What follows belongs to an exercise in optimizing a design on an open flow for small area, a short achievable clock period and few clock cycles per item; a production flow would make more cautious choices.

==> flow/design.v <==
module sha256_stream_core (
    input  logic         clk,
    input  logic         rst,
    input  logic         valid_in,
    output logic         ready_in,
    input  logic         first_in,
    input  logic         last_in,
    input  logic [511:0] data_in,
    output logic [255:0] data_out,
    output logic         valid_out,
    output logic         busy
);
    localparam logic [31:0] IV0 = 32'h6a09e667;
    localparam logic [31:0] IV1 = 32'hbb67ae85;
    localparam logic [31:0] IV2 = 32'h3c6ef372;
    localparam logic [31:0] IV3 = 32'ha54ff53a;
    localparam logic [31:0] IV4 = 32'h510e527f;
    localparam logic [31:0] IV5 = 32'h9b05688c;
    localparam logic [31:0] IV6 = 32'h1f83d9ab;
    localparam logic [31:0] IV7 = 32'h5be0cd19;
    localparam logic [31:0] K0  = 32'h428a2f98;
    function automatic logic [31:0] k_next(input logic [5:0] idx);
        case (idx)
            6'd0: k_next = 32'h71374491;
            6'd1: k_next = 32'hb5c0fbcf;
            6'd2: k_next = 32'he9b5dba5;
            6'd3: k_next = 32'h3956c25b;
            6'd4: k_next = 32'h59f111f1;
            6'd5: k_next = 32'h923f82a4;
            6'd6: k_next = 32'hab1c5ed5;
            6'd7: k_next = 32'hd807aa98;
            6'd8: k_next = 32'h12835b01;
            6'd9: k_next = 32'h243185be;
            6'd10: k_next = 32'h550c7dc3;
            6'd11: k_next = 32'h72be5d74;
            6'd12: k_next = 32'h80deb1fe;
            6'd13: k_next = 32'h9bdc06a7;
            6'd14: k_next = 32'hc19bf174;
            6'd15: k_next = 32'he49b69c1;
            6'd16: k_next = 32'hefbe4786;
            6'd17: k_next = 32'h0fc19dc6;
            6'd18: k_next = 32'h240ca1cc;
            6'd19: k_next = 32'h2de92c6f;
            6'd20: k_next = 32'h4a7484aa;
            6'd21: k_next = 32'h5cb0a9dc;
            6'd22: k_next = 32'h76f988da;
            6'd23: k_next = 32'h983e5152;
            6'd24: k_next = 32'ha831c66d;
            6'd25: k_next = 32'hb00327c8;
            6'd26: k_next = 32'hbf597fc7;
            6'd27: k_next = 32'hc6e00bf3;
            6'd28: k_next = 32'hd5a79147;
            6'd29: k_next = 32'h06ca6351;
            6'd30: k_next = 32'h14292967;
            6'd31: k_next = 32'h27b70a85;
            6'd32: k_next = 32'h2e1b2138;
            6'd33: k_next = 32'h4d2c6dfc;
            6'd34: k_next = 32'h53380d13;
            6'd35: k_next = 32'h650a7354;
            6'd36: k_next = 32'h766a0abb;
            6'd37: k_next = 32'h81c2c92e;
            6'd38: k_next = 32'h92722c85;
            6'd39: k_next = 32'ha2bfe8a1;
            6'd40: k_next = 32'ha81a664b;
            6'd41: k_next = 32'hc24b8b70;
            6'd42: k_next = 32'hc76c51a3;
            6'd43: k_next = 32'hd192e819;
            6'd44: k_next = 32'hd6990624;
            6'd45: k_next = 32'hf40e3585;
            6'd46: k_next = 32'h106aa070;
            6'd47: k_next = 32'h19a4c116;
            6'd48: k_next = 32'h1e376c08;
            6'd49: k_next = 32'h2748774c;
            6'd50: k_next = 32'h34b0bcb5;
            6'd51: k_next = 32'h391c0cb3;
            6'd52: k_next = 32'h4ed8aa4a;
            6'd53: k_next = 32'h5b9cca4f;
            6'd54: k_next = 32'h682e6ff3;
            6'd55: k_next = 32'h748f82ee;
            6'd56: k_next = 32'h78a5636f;
            6'd57: k_next = 32'h84c87814;
            6'd58: k_next = 32'h8cc70208;
            6'd59: k_next = 32'h90befffa;
            6'd60: k_next = 32'ha4506ceb;
            6'd61: k_next = 32'hbef9a3f7;
            6'd62: k_next = 32'hc67178f2;
            6'd63: k_next = 32'h428a2f98;
            default: k_next = 32'h0;
        endcase
    endfunction
    function automatic logic [31:0] bsig0(input logic [31:0] x);
        bsig0 = {x[1:0], x[31:2]} ^ {x[12:0], x[31:13]} ^ {x[21:0], x[31:22]};
    endfunction
    function automatic logic [31:0] bsig1(input logic [31:0] x);
        bsig1 = {x[5:0], x[31:6]} ^ {x[10:0], x[31:11]} ^ {x[24:0], x[31:25]};
    endfunction
    function automatic logic [31:0] ssig0(input logic [31:0] x);
        ssig0 = {x[6:0], x[31:7]} ^ {x[17:0], x[31:18]} ^ {3'b0, x[31:3]};
    endfunction
    function automatic logic [31:0] ssig1(input logic [31:0] x);
        ssig1 = {x[16:0], x[31:17]} ^ {x[18:0], x[31:19]} ^ {10'b0, x[31:10]};
    endfunction
    function automatic logic [31:0] maj(input logic [31:0] x, input logic [31:0] y,
                                        input logic [31:0] z);
        maj = (x & y) | (x & z) | (y & z);
    endfunction
    function automatic logic [63:0] csa(input logic [31:0] x, input logic [31:0] y,
                                        input logic [31:0] z);
        logic [31:0] s, c, m;
        s = x ^ y ^ z;
        m = maj(x, y, z);
        c = {m[30:0], 1'b0};
        csa = {c, s};
    endfunction
    logic [5:0]   cnt_q;        
    logic         run_q;        
    logic         ready_q;      
    logic         busy_q;
    logic         last_q;
    logic         valid_q;
    logic         gsel_q;       
    logic         c0_q;         
    logic         c61_q;        
    logic         c62_q;        
    logic         c63_q;        
    logic         chain_iv_q;   
    logic         base_iv_q;    
    logic [255:0] dout_q;
    logic [31:0]  a_q, b_q, c_q, d_q, e_q, f_q, g_q, h_q;
    logic [31:0]  dw_q;         
    logic [31:0]  dlt_q;        
    logic [31:0]  w_q [16];     
    logic [31:0]  ha_q [4];     
    logic [31:0]  he_q [4];     
    logic accept;
    logic done;                 
    logic ivsel;                
    logic [5:0] cnt_d;
    logic       run_d;
    assign accept    = ready_q & valid_in & ~rst;
    assign done      = c63_q;
    assign ivsel     = first_in | (chain_iv_q & ~run_q);
    assign ready_in  = ready_q;
    assign busy      = busy_q;
    assign valid_out = valid_q;
    assign data_out  = dout_q;
    logic [31:0] base0, base4;
    assign base0 = base_iv_q ? IV0 : ha_q[0];
    assign base4 = base_iv_q ? IV4 : he_q[0];
    logic [31:0] s1, ch, s0, mj, m4;
    logic [63:0] p, l2, l3, q, q2, q3;
    logic [31:0] a_new, e_new;
    always_comb begin
        s1  = bsig1(e_q);
        ch  = (e_q & f_q) ^ (~e_q & g_q);
        s0  = bsig0(a_q);
        mj  = maj(a_q, b_q, c_q);
        m4  = c63_q ? dlt_q : 32'h0;
        p   = csa(dw_q, ch, mj);
        l2  = csa(p[31:0], p[63:32], s1);
        l3  = csa(l2[31:0], l2[63:32], s0);
        a_new = l3[31:0] + l3[63:32];
        q   = csa(dw_q, ch, d_q);
        q2  = csa(q[31:0], q[63:32], s1);
        q3  = csa(q2[31:0], q2[63:32], m4);
        e_new = q3[31:0] + q3[63:32];
    end
    logic [63:0] w1, w2;
    logic [31:0] w_new;
    always_comb begin
        w1 = csa(w_q[0], w_q[9], ssig0(w_q[1]));
        w2 = csa(w1[31:0], w1[63:32], ssig1(w_q[14]));
        w_new = w2[31:0] + w2[63:32];
    end
    logic [31:0] op_g, op_w, kn, m0;
    logic [63:0] p1, p2;
    logic [31:0] dw_calc;
    always_comb begin
        op_g = gsel_q ? (ivsel ? IV7 : he_q[3]) : g_q;
        op_w = gsel_q ? data_in[511:480] : w_q[1];
        kn   = k_next(cnt_q);
        m0   = c62_q ? base0 : 32'h0;
        p1   = csa(op_g, kn, op_w);
        p2   = csa(p1[31:0], p1[63:32], m0);
        dw_calc = p2[31:0] + p2[63:32];
    end
    logic [31:0] ff_a, ff_e;
    always_comb begin
        logic [31:0] sa, se, xa, xe;
        if (c61_q) begin
            sa = base_iv_q ? IV3 : ha_q[3];
            se = base_iv_q ? IV7 : he_q[3];
        end else if (c62_q) begin
            sa = base_iv_q ? IV2 : ha_q[2];
            se = base_iv_q ? IV6 : he_q[2];
        end else if (c0_q) begin
            sa = base_iv_q ? IV1 : ha_q[1];
            se = ~base4;
        end else begin
            sa = base_iv_q ? IV1 : ha_q[1];
            se = base_iv_q ? IV5 : he_q[1];
        end
        xa = run_q ? a_q : 32'h0;
        xe = c0_q ? base0 : (run_q ? e_q : 32'h0);
        ff_a = sa + xa;
        ff_e = se + xe;
    end
    always_ff @(posedge clk) begin
        if (ready_q) begin
            for (int i = 0; i < 16; i++) w_q[i] <= data_in[511 - 32*i -: 32];
        end else begin
            for (int i = 0; i < 15; i++) w_q[i] <= w_q[i + 1];
            w_q[15] <= w_new;
        end
        a_q <= (ready_q && (ivsel || !run_q)) ? (ivsel ? IV0 : ha_q[0]) : a_new;
        e_q <= (ready_q && (ivsel || !run_q)) ? (ivsel ? IV4 : he_q[0]) : e_new;
        if (ready_q && ivsel) begin
            b_q <= IV1; c_q <= IV2; d_q <= IV3;
            f_q <= IV5; g_q <= IV6; h_q <= IV7;
        end else begin
            if (ready_q) begin
                b_q <= ff_a;
                c_q <= ha_q[2];
                d_q <= ha_q[3];
                f_q <= ff_e;
                g_q <= he_q[2];
                h_q <= he_q[3];
            end else begin
                b_q <= a_q; c_q <= b_q; d_q <= c_q;
                f_q <= e_q; g_q <= f_q; h_q <= g_q;
            end
        end
        dw_q <= dw_calc;
        if (c0_q) dlt_q <= ~ff_e;
        if (c61_q) begin
            ha_q[3] <= ff_a; he_q[3] <= ff_e;
        end
        if (c62_q) begin
            ha_q[2] <= ff_a; he_q[2] <= ff_e;
        end
        if (c63_q) begin
            ha_q[1] <= ff_a; he_q[1] <= ff_e;
            ha_q[0] <= a_new; he_q[0] <= e_new;
        end
    end
    always_comb begin
        if (rst) cnt_d = 6'd63;
        else if (accept) cnt_d = 6'd0;
        else if (ready_q) cnt_d = 6'd63;
        else cnt_d = cnt_q + 6'd1;
        if (rst) run_d = 1'b0;
        else if (accept) run_d = 1'b1;
        else if (ready_q) run_d = 1'b0;
        else run_d = run_q;
    end
    always_ff @(posedge clk) begin
        cnt_q   <= cnt_d;
        ready_q <= (cnt_d == 6'd63);
        busy_q  <= (cnt_d != 6'd63);
        gsel_q  <= (cnt_d == 6'd63);
        run_q   <= run_d;
        c0_q    <= run_d && cnt_d == 6'd0;
        c61_q   <= run_d && cnt_d == 6'd61;
        c62_q   <= run_d && cnt_d == 6'd62;
        c63_q   <= run_d && cnt_d == 6'd63;
        if (rst) begin
            valid_q    <= 1'b0;
            dout_q     <= '0;
            chain_iv_q <= 1'b1;
            base_iv_q  <= 1'b0;
        end else begin
            valid_q <= done & last_q;
            if (done & last_q)
                dout_q <= {a_new, ff_a, ha_q[2], ha_q[3], e_new, ff_e, he_q[2], he_q[3]};
            if (done)
                chain_iv_q <= 1'b0;
            if (accept) begin
                last_q    <= last_in;
                base_iv_q <= ivsel;
            end else if (ready_q) begin
                base_iv_q <= 1'b0;
            end
        end
    end
endmodule
make LEC_CHECK=0 CAP_MARGIN=20 CORE_MARGIN=2 CORE_UTILIZATION=55 SETUP_SLACK_MARGIN=4.5 SLEW_MARGIN=20 finish   # period 8.0 ns
run.sh (not shown) runs the stock make flow with config.mk's settings and CLKGATE_MAP_FILE= SYNTH_SCRIPT=/design/flow/synth_recipe.tcl, a recipe that flattens the netlist after the stock synthesis.
==> next run, changes <==
--- a/flow/design.v
+++ b/flow/design.v
@@ -16,12 +16,13 @@
     localparam logic [31:0] IV3 = 32'ha54ff53a;
     localparam logic [31:0] IV4 = 32'h510e527f;
     localparam logic [31:0] IV5 = 32'h9b05688c;
     localparam logic [31:0] IV6 = 32'h1f83d9ab;
     localparam logic [31:0] IV7 = 32'h5be0cd19;
     localparam logic [31:0] K0  = 32'h428a2f98;
+    localparam logic [31:0] Y_IV = IV7 + K0;         
     function automatic logic [31:0] k_next(input logic [5:0] idx);
         case (idx)
             6'd0: k_next = 32'h71374491;
             6'd1: k_next = 32'hb5c0fbcf;
             6'd2: k_next = 32'he9b5dba5;
             6'd3: k_next = 32'h3956c25b;
@@ -124,13 +125,13 @@
     logic         c62_q;        
     logic         c63_q;        
     logic         chain_iv_q;   
     logic         base_iv_q;    
     logic [255:0] dout_q;
     logic [31:0]  a_q, b_q, c_q, d_q, e_q, f_q, g_q, h_q;
-    logic [31:0]  dw_q;         
+    logic [31:0]  y_q;          
     logic [31:0]  dlt_q;        
     logic [31:0]  w_q [16];     
     logic [31:0]  ha_q [4];     
     logic [31:0]  he_q [4];     
     logic accept;
     logic done;                 
@@ -144,48 +145,48 @@
     assign busy      = busy_q;
     assign valid_out = valid_q;
     assign data_out  = dout_q;
     logic [31:0] base0, base4;
     assign base0 = base_iv_q ? IV0 : ha_q[0];
     assign base4 = base_iv_q ? IV4 : he_q[0];
-    logic [31:0] s1, ch, s0, mj, m4;
-    logic [63:0] p, l2, l3, q, q2, q3;
+    logic [31:0] s1, ch, s0, mj, wt, m4;
+    logic [63:0] p, r, l2, l3, q, m2, m3;
     logic [31:0] a_new, e_new;
     always_comb begin
+        wt  = w_q[0];
         s1  = bsig1(e_q);
         ch  = (e_q & f_q) ^ (~e_q & g_q);
         s0  = bsig0(a_q);
         mj  = maj(a_q, b_q, c_q);
         m4  = c63_q ? dlt_q : 32'h0;
-        p   = csa(dw_q, ch, mj);
-        l2  = csa(p[31:0], p[63:32], s1);
-        l3  = csa(l2[31:0], l2[63:32], s0);
+        p   = csa(y_q, wt, ch);
+        r   = csa(s1, s0, mj);
+        l2  = csa(p[31:0], p[63:32], r[31:0]);
+        l3  = csa(l2[31:0], l2[63:32], r[63:32]);
         a_new = l3[31:0] + l3[63:32];
-        q   = csa(dw_q, ch, d_q);
-        q2  = csa(q[31:0], q[63:32], s1);
-        q3  = csa(q2[31:0], q2[63:32], m4);
-        e_new = q3[31:0] + q3[63:32];
+        q   = csa(d_q, m4, s1);
+        m2  = csa(p[31:0], p[63:32], q[31:0]);
+        m3  = csa(m2[31:0], m2[63:32], q[63:32]);
+        e_new = m3[31:0] + m3[63:32];
     end
     logic [63:0] w1, w2;
     logic [31:0] w_new;
     always_comb begin
         w1 = csa(w_q[0], w_q[9], ssig0(w_q[1]));
         w2 = csa(w1[31:0], w1[63:32], ssig1(w_q[14]));
         w_new = w2[31:0] + w2[63:32];
     end
-    logic [31:0] op_g, op_w, kn, m0;
-    logic [63:0] p1, p2;
-    logic [31:0] dw_calc;
-    always_comb begin
-        op_g = gsel_q ? (ivsel ? IV7 : he_q[3]) : g_q;
-        op_w = gsel_q ? data_in[511:480] : w_q[1];
+    logic [31:0] op_g, kn, m0;
+    logic [63:0] p1;
+    logic [31:0] y_calc;
+    always_comb begin
+        op_g = gsel_q ? he_q[3] : g_q;
         kn   = k_next(cnt_q);
         m0   = c62_q ? base0 : 32'h0;
-        p1   = csa(op_g, kn, op_w);
-        p2   = csa(p1[31:0], p1[63:32], m0);
-        dw_calc = p2[31:0] + p2[63:32];
+        p1   = csa(op_g, kn, m0);
+        y_calc = p1[31:0] + p1[63:32];
     end
     logic [31:0] ff_a, ff_e;
     always_comb begin
         logic [31:0] sa, se, xa, xe;
         if (c61_q) begin
             sa = base_iv_q ? IV3 : ha_q[3];
@@ -214,26 +215,27 @@
         end
         a_q <= (ready_q && (ivsel || !run_q)) ? (ivsel ? IV0 : ha_q[0]) : a_new;
         e_q <= (ready_q && (ivsel || !run_q)) ? (ivsel ? IV4 : he_q[0]) : e_new;
         if (ready_q && ivsel) begin
             b_q <= IV1; c_q <= IV2; d_q <= IV3;
             f_q <= IV5; g_q <= IV6; h_q <= IV7;
-        end else begin
+            y_q <= Y_IV;
+        end else begin
+            y_q <= y_calc;
             if (ready_q) begin
                 b_q <= ff_a;
                 c_q <= ha_q[2];
                 d_q <= ha_q[3];
                 f_q <= ff_e;
                 g_q <= he_q[2];
                 h_q <= he_q[3];
             end else begin
                 b_q <= a_q; c_q <= b_q; d_q <= c_q;
                 f_q <= e_q; g_q <= f_q; h_q <= g_q;
             end
         end
-        dw_q <= dw_calc;
         if (c0_q) dlt_q <= ~ff_e;
         if (c61_q) begin
             ha_q[3] <= ff_a; he_q[3] <= ff_e;
         end
         if (c62_q) begin
             ha_q[2] <= ff_a; he_q[2] <= ff_e;
=>
- design area decreases by 3.2%
- final cell count goes down by 2.3%
- worst setup slack gets better by 680 ps
- wire length drops by 12%
- synthesized cell count decreases by 1.6%
No functional check of the RTL was part of any run of this note.

-- separate check: timing with driven ports --
In the flow no input, the clock included, has a driving cell. The finished layouts below were timed again as built, in two steps. Step 1 sets driving cells, clkbuf_16 on the clock port and buf_2 on the other inputs (assumed; they add their load-dependent delay and slew). Step 2 adds t to the input delays and takes it off the output delays; t is the mean of the earliest and latest rising clock arrival at the registers after step 1. Input paths then give back, and output paths get back, about the clock's delay inside the block. a / b / c = ideal ports / drivers / drivers and shift; a / b = the first two.
| run | shift t [ns] | slack for setup (ns) | worst register clock-pin slew, ns |
|---|---|---|---|
| the first run | 0.911 | 2.278 / 2.278 / 2.278 | 0.08 / 0.08 |
| the second run | 0.883 | 2.954 / 2.954 / 2.954 | 0.07 / 0.07 |
After both steps setup and hold are still met in every run listed.
